Background: an optimization exercise with open tools, aiming at small area and a short achievable clock period. Do not read the settings as production practice. In this exercise RTL edits were held to simulation tests only and were not proved equivalent to the original.

v45:
// stack_core
module stack_core (
    input  logic              clk,
    input  logic              rst_n,
    input  logic              cmd_valid,
    input  isa_pkg::opcode_t  cmd_op,
    input  stack_pkg::word_t  cmd_imm,
    output logic              done,
    output logic              fault,
    output isa_pkg::fault_t   fault_code,
    output stack_pkg::word_t  tos,
    output stack_pkg::depth_t depth
);
Size: roughly 3800 cells after synthesis, ~260 flip-flops, about 80 I/O pins.
clock: 110.0 ns
lec_check: 0
abc_area: 1
cap_margin: 20
core_margin: 2
core_utilization: 60
cts_buf_list: sky130_fd_sc_hd__clkbuf_8
cts_cluster_diameter: 70
cts_cluster_size: 12
slew_margin: 20
synth_hierarchical: 1
standard.sh (not shown) runs the stock make flow with config.mk's settings and CLKGATE_MAP_FILE= SYNTH_SCRIPT=/design/flow/synth_recipe.tcl, a recipe that flattens the netlist after the stock synthesis.
==> flow/flow/run.sh <==
#!/bin/bash
# The standard layout, with these changes to how it is made:
# - the setup repair is asked to leave a margin of slack at the design's own
#   clock period, so that the resizer keeps working on the paths that set the
#   achieved period; the repair after global routing gets a slightly larger
#   margin, since detailed routing makes some paths a little slower than the
#   global-route estimate;
# - the port buffers (one on every input and output, as the standard flow
#   places them) are plain buffers rather than the default delay buffers.
set -euo pipefail
export BUFFER_PORTS_ARGS="-buffer_cell sky130_fd_sc_hd__buf_2"
SETUP_SLACK_MARGIN=85 bash standard.sh cts > standard_make_to_cts.log 2>&1
SETUP_SLACK_MARGIN=85.4 bash standard.sh > standard_make.log 2>&1
v45 ended with every stage complete and zero timing, DRC or antenna violations.
### v45 -> v13
Settings: CTS_CLUSTER_SIZE: 12 -> unset; CORE_UTILIZATION: 60 -> 40; CTS_CLUSTER_DIAMETER: 70 -> unset; CTS_BUF_LIST: sky130_fd_sc_hd__clkbuf_8 -> unset.
==> flow/flow/run.sh <==
#!/bin/bash
# The standard layout, with two changes to how it is made:
# - the setup repair is asked to leave a margin of slack at the design's own
#   clock period, so that the resizer keeps working on the paths that set the
#   achieved period;
# - the port buffers (one on every input and output, as the standard flow
#   places them) are plain buffers rather than the default delay buffers.
set -euo pipefail
export SETUP_SLACK_MARGIN=85
export BUFFER_PORTS_ARGS="-buffer_cell sky130_fd_sc_hd__buf_2"
bash standard.sh > standard_make.log 2>&1
Notes after the runs:
- [v13] detailed placer's ending HPWL rose 1.6 mm relative to v45
- v13 vs. v45: worst slack after detailed placement rose 0.48 ns; number of antenna violations at the first check in global routing -2; clock buffer count increased by 8 relative to the old numbers; via density per instance went down 11%.
- Summary: with v45 as the reference, final routed wirelength across all metal layers in v13 moved up slightly.
The following lists how v25 was set up differently from v13:
Settings: an added CTS_CLUSTER_SIZE of 12; a change of CORE_UTILIZATION from 40 to 60; an added CTS_BUF_LIST of sky130_fd_sc_hd__clkbuf_8; an added CTS_CLUSTER_DIAMETER of 70.
Findings:
v25 and v13 ended up with nearly the same share of the clock period used by the worst path.
Comparing v25 and v13, the lower non-clock buffer count in the final layout was measured on v25.
Diff v25 and v13: die area higher in v13
When v25 is set beside v13, its global-route usage turns out to be 14 points larger.
Min final wirelength across v25 and v13: v25
v25 reports a higher final antenna diode count than v13 does.
For v30, these inputs were changed with respect to v25:
Settings: removing CTS_CLUSTER_SIZE (formerly 12); removing CTS_CLUSTER_DIAMETER (formerly 70).
==> flow/flow/run.sh <==
#!/bin/bash
# The standard layout, with these changes to how it is made:
# - the setup repair is asked to leave a margin of slack at the design's own
#   clock period, so that the resizer keeps working on the paths that set the
#   achieved period; the repair after global routing gets a slightly larger
#   margin, since detailed routing makes some paths a little slower than the
#   global-route estimate;
# - the port buffers (one on every input and output, as the standard flow
#   places them) are plain buffers rather than the default delay buffers.
set -euo pipefail
export BUFFER_PORTS_ARGS="-buffer_cell sky130_fd_sc_hd__buf_2"
SETUP_SLACK_MARGIN=85 bash standard.sh cts > standard_make_to_cts.log 2>&1
SETUP_SLACK_MARGIN=85.8 bash standard.sh > standard_make.log 2>&1
Notes after the runs:
Between v30 and v25, the worst hold slack figures differ only marginally. Cmp v25 and v30 / period utilization / lower: v30. Cell area | v30 vs v25 | v30 larger. Cmp v25 and v30 / met1 track utilization from global routing / higher: v30. v30 went all the way through synthesis, placement and routing and the layout is clean on timing, DRC and antenna. Per the comparison of v30 with v25, routed via count went up by about 1.6%, instance area at placement was more or less identical, first-pass GRT wire length was more or less identical. Re area after synthesis: no difference whatsoever between v25 and v30.
The following lists how v19 was set up differently from v30:
==> flow/flow/run.sh <==
#!/bin/bash
# The standard layout, with two changes to how it is made:
# - the setup repair is asked to leave a margin of slack at the design's own
#   clock period, so that the resizer keeps working on the paths that set the
#   achieved period;
# - the port buffers (one on every input and output, as the standard flow
#   places them) are plain buffers rather than the default delay buffers.
set -euo pipefail
export SETUP_SLACK_MARGIN=85
export BUFFER_PORTS_ARGS="-buffer_cell sky130_fd_sc_hd__buf_2"
bash standard.sh > standard_make.log 2>&1
[summary]
Diff v30 -> v19: placeable core region roughly the same. In v19, the utilization came out 1.7 points below the value in v30. v19 ended with less register-to-register slack than v30. The final number of hold-violating endpoints was comparable across v19 and v30. v19 against v30: critical path depth lower, hold slack roughly the same. v19 vs v30: final net count down. Side by side, number of antenna cells inserted turned out higher in v19 than in v30.

========
yarrow:
Starting RTL as in the previous note.
Settings: LEC_CHECK=0, ABC_AREA=1, CAP_MARGIN=20, CORE_MARGIN=2, CORE_UTILIZATION=70, CTS_BUF_LIST=sky130_fd_sc_hd__clkbuf_8, SLEW_MARGIN=20, SYNTH_HIERARCHICAL=1; clock period 110.0 ns.
==> flow/flow/run.sh <==
#!/bin/bash
# The standard layout, with two changes to how it is made:
# - the setup repair is asked to leave a margin of slack at the design's own
#   clock period, so that the resizer keeps working on the paths that set the
#   achieved period;
# - the port buffers (one on every input and output, as the standard flow
#   places them) are plain buffers rather than the default delay buffers.
set -euo pipefail
export SETUP_SLACK_MARGIN=85
export BUFFER_PORTS_ARGS="-buffer_cell sky130_fd_sc_hd__buf_2"
bash standard.sh > standard_make.log 2>&1
### yarrow -> willow
Settings: a change of CORE_UTILIZATION from 70 to 60.
--- a/flow/flow/run.sh
+++ b/flow/flow/run.sh
@@ -7,5 +7,5 @@
 #   places them) are plain buffers rather than the default delay buffers.
 set -euo pipefail
-export SETUP_SLACK_MARGIN=85
+export SETUP_SLACK_MARGIN=86
 export BUFFER_PORTS_ARGS="-buffer_cell sky130_fd_sc_hd__buf_2"
 bash standard.sh > standard_make.log 2>&1
### Flow results
The portion of netlist area occupied by mux cells on willow is in line with that on yarrow. willow did not stop at any stage, and its layout met the timing, design-rule and antenna checks. Between willow and yarrow, the hold buffer count at cts does not differ in any meaningful way. Critical path's slowest cell = a2111oi_1: yarrow; critical path's slowest cell = a221oi_1: willow. willow against yarrow: portion of the layout cell area used by clock cells moved up; global routing met2 resource utilization moved down; met2 wire length moved up.

========
stack_core, a different RTL version from the one above (not shown whole).
Size: about 3,900 cells after synthesis, ~0.032 mm² of cells after synthesis.
## stack_core
module stack_core (
    input  logic              clk,
    input  logic              rst_n,
    input  logic              cmd_valid,
    input  isa_pkg::opcode_t  cmd_op,
    input  stack_pkg::word_t  cmd_imm,
    output logic              done,
    output logic              fault,
    output isa_pkg::fault_t   fault_code,
    output stack_pkg::word_t  tos,
    output stack_pkg::depth_t depth
);
clock: 110.0 ns
lec_check: 0
abc_area: 1
cap_margin: 20
core_margin: 2
core_utilization: 40
slew_margin: 20
==> flow/flow/run.sh <==
#!/bin/bash
# The standard layout, with the setup repair asked to leave a margin of
# slack at the design's own clock period, so that the resizer keeps working on
# the paths that set the achieved period
set -euo pipefail
export SETUP_SLACK_MARGIN=85
bash standard.sh > standard_make.log 2>&1
The baseline went through all stages and came out clean.
Change:
==> flow/flow/run.sh (replaced) <==
#!/bin/bash
# The standard layout, with two changes to how it is made:
# - the setup repair is asked to leave a margin of slack at the design's own
#   clock period, so that the resizer keeps working on the paths that set the
#   achieved period;
# - the port buffers (one on every input and output, as the standard flow
#   places them) are plain buffers rather than the default delay buffers.
set -euo pipefail
export SETUP_SLACK_MARGIN=85
export BUFFER_PORTS_ARGS="-buffer_cell sky130_fd_sc_hd__buf_2"
bash standard.sh > standard_make.log 2>&1
--- a/flow/config.mk
+++ b/flow/config.mk
@@ -11,0 +12 @@
+export CTS_BUF_LIST = sky130_fd_sc_hd__clkbuf_8
Setup slack is worse by 0.058 ns.
Wire length stays flat.
Synthesized area stays the same.
Cell area drops slightly.
Change:
==> flow/run.sh (new file) <==
#!/bin/bash
# synth_recipe.tcl (not shown) runs the flow's synth.tcl, then flattens the netlist and writes it again
# the make line also repeats each setting of config.mk as NAME=value (left out here)
make -C /OpenROAD-flow-scripts/flow DESIGN_CONFIG=/design/flow/config.mk WORK_HOME=/design/flow/orfs CLKGATE_MAP_FILE= SYNTH_SCRIPT=/design/flow/synth_recipe.tcl finish
--- a/flow/config.mk
+++ b/flow/config.mk
@@ -12 +11,0 @@
-export CTS_BUF_LIST = sky130_fd_sc_hd__clkbuf_8
removed: flow/flow/run.sh
removed: flow/standard.sh
After rerunning:
- The new run finished clean
- clock-buffer cell count came out lower by 11
- worst setup slack degrades by 2.0 ns
- maximum frequency decreases by about 7%
- design area came out lower by 0.93%
- flip-flop and latch count is unchanged
- core utilization falls by 0.41 points
- global-route usage went down by 0.29 points
- via count shrinks by about 0.34%
- routed wire length falls by about 1.7%

==> port drivers added, routing unchanged <==
The results above use ideal ports. As a check the final layouts listed here were re-extracted and re-timed, cells and wires unchanged.
Step 1 assumes that a clkbuf_16 drives the clock port and a buf_2 every other input.
Step 2 moves the port delays by t, midway between the first and last clock arrival at a register: inputs arrive t later, outputs are due t later. That takes back most of the time a late clock gives input paths.
Slacks: ideal / step 1 / step 2; pairs: ideal / step 1.
| run | shift t [ns] | setup slack, ns | worst slew at a driven data input, ns | pins driven straight from the clock port |
|---|---|---|---|---|
| v45 | 0.639 | 85.474 / 85.496 / 84.857 | 0.05 | 1 |
| v13 | 0.620 | 85.105 / 85.140 / 84.520 | 0.04 | 1 |
| v25 | 0.641 | 85.044 / 85.078 / 84.436 | 0.05 | 1 |
| v30 | 0.615 | 85.725 / 85.739 / 85.123 | 0.05 | 1 |
| v19 | 0.620 | 85.176 / 85.209 / 84.589 | 0.05 | 1 |
| yarrow | 0.621 | 84.973 / 85.007 / 84.386 | 0.05 | 1 |
| willow | 0.604 | 85.899 / 85.895 / 85.291 | 0.06 | 1 |
| the first run of note 3 | 0.592 | 85.138 / 85.151 / 84.559 | 0.04 | 1 |
| the second run of note 3 | 0.603 | 85.079 / 85.098 / 84.494 | 0.04 | 1 |
| the third run of note 3 | 0.617 | 83.089 / 83.118 / 82.501 | 0.05 | 1 |
After both steps setup and hold are still met in every run listed. The setup slack of v45, which loses most, moves by +0.022 ns with the drivers and by -0.617 ns with both steps.
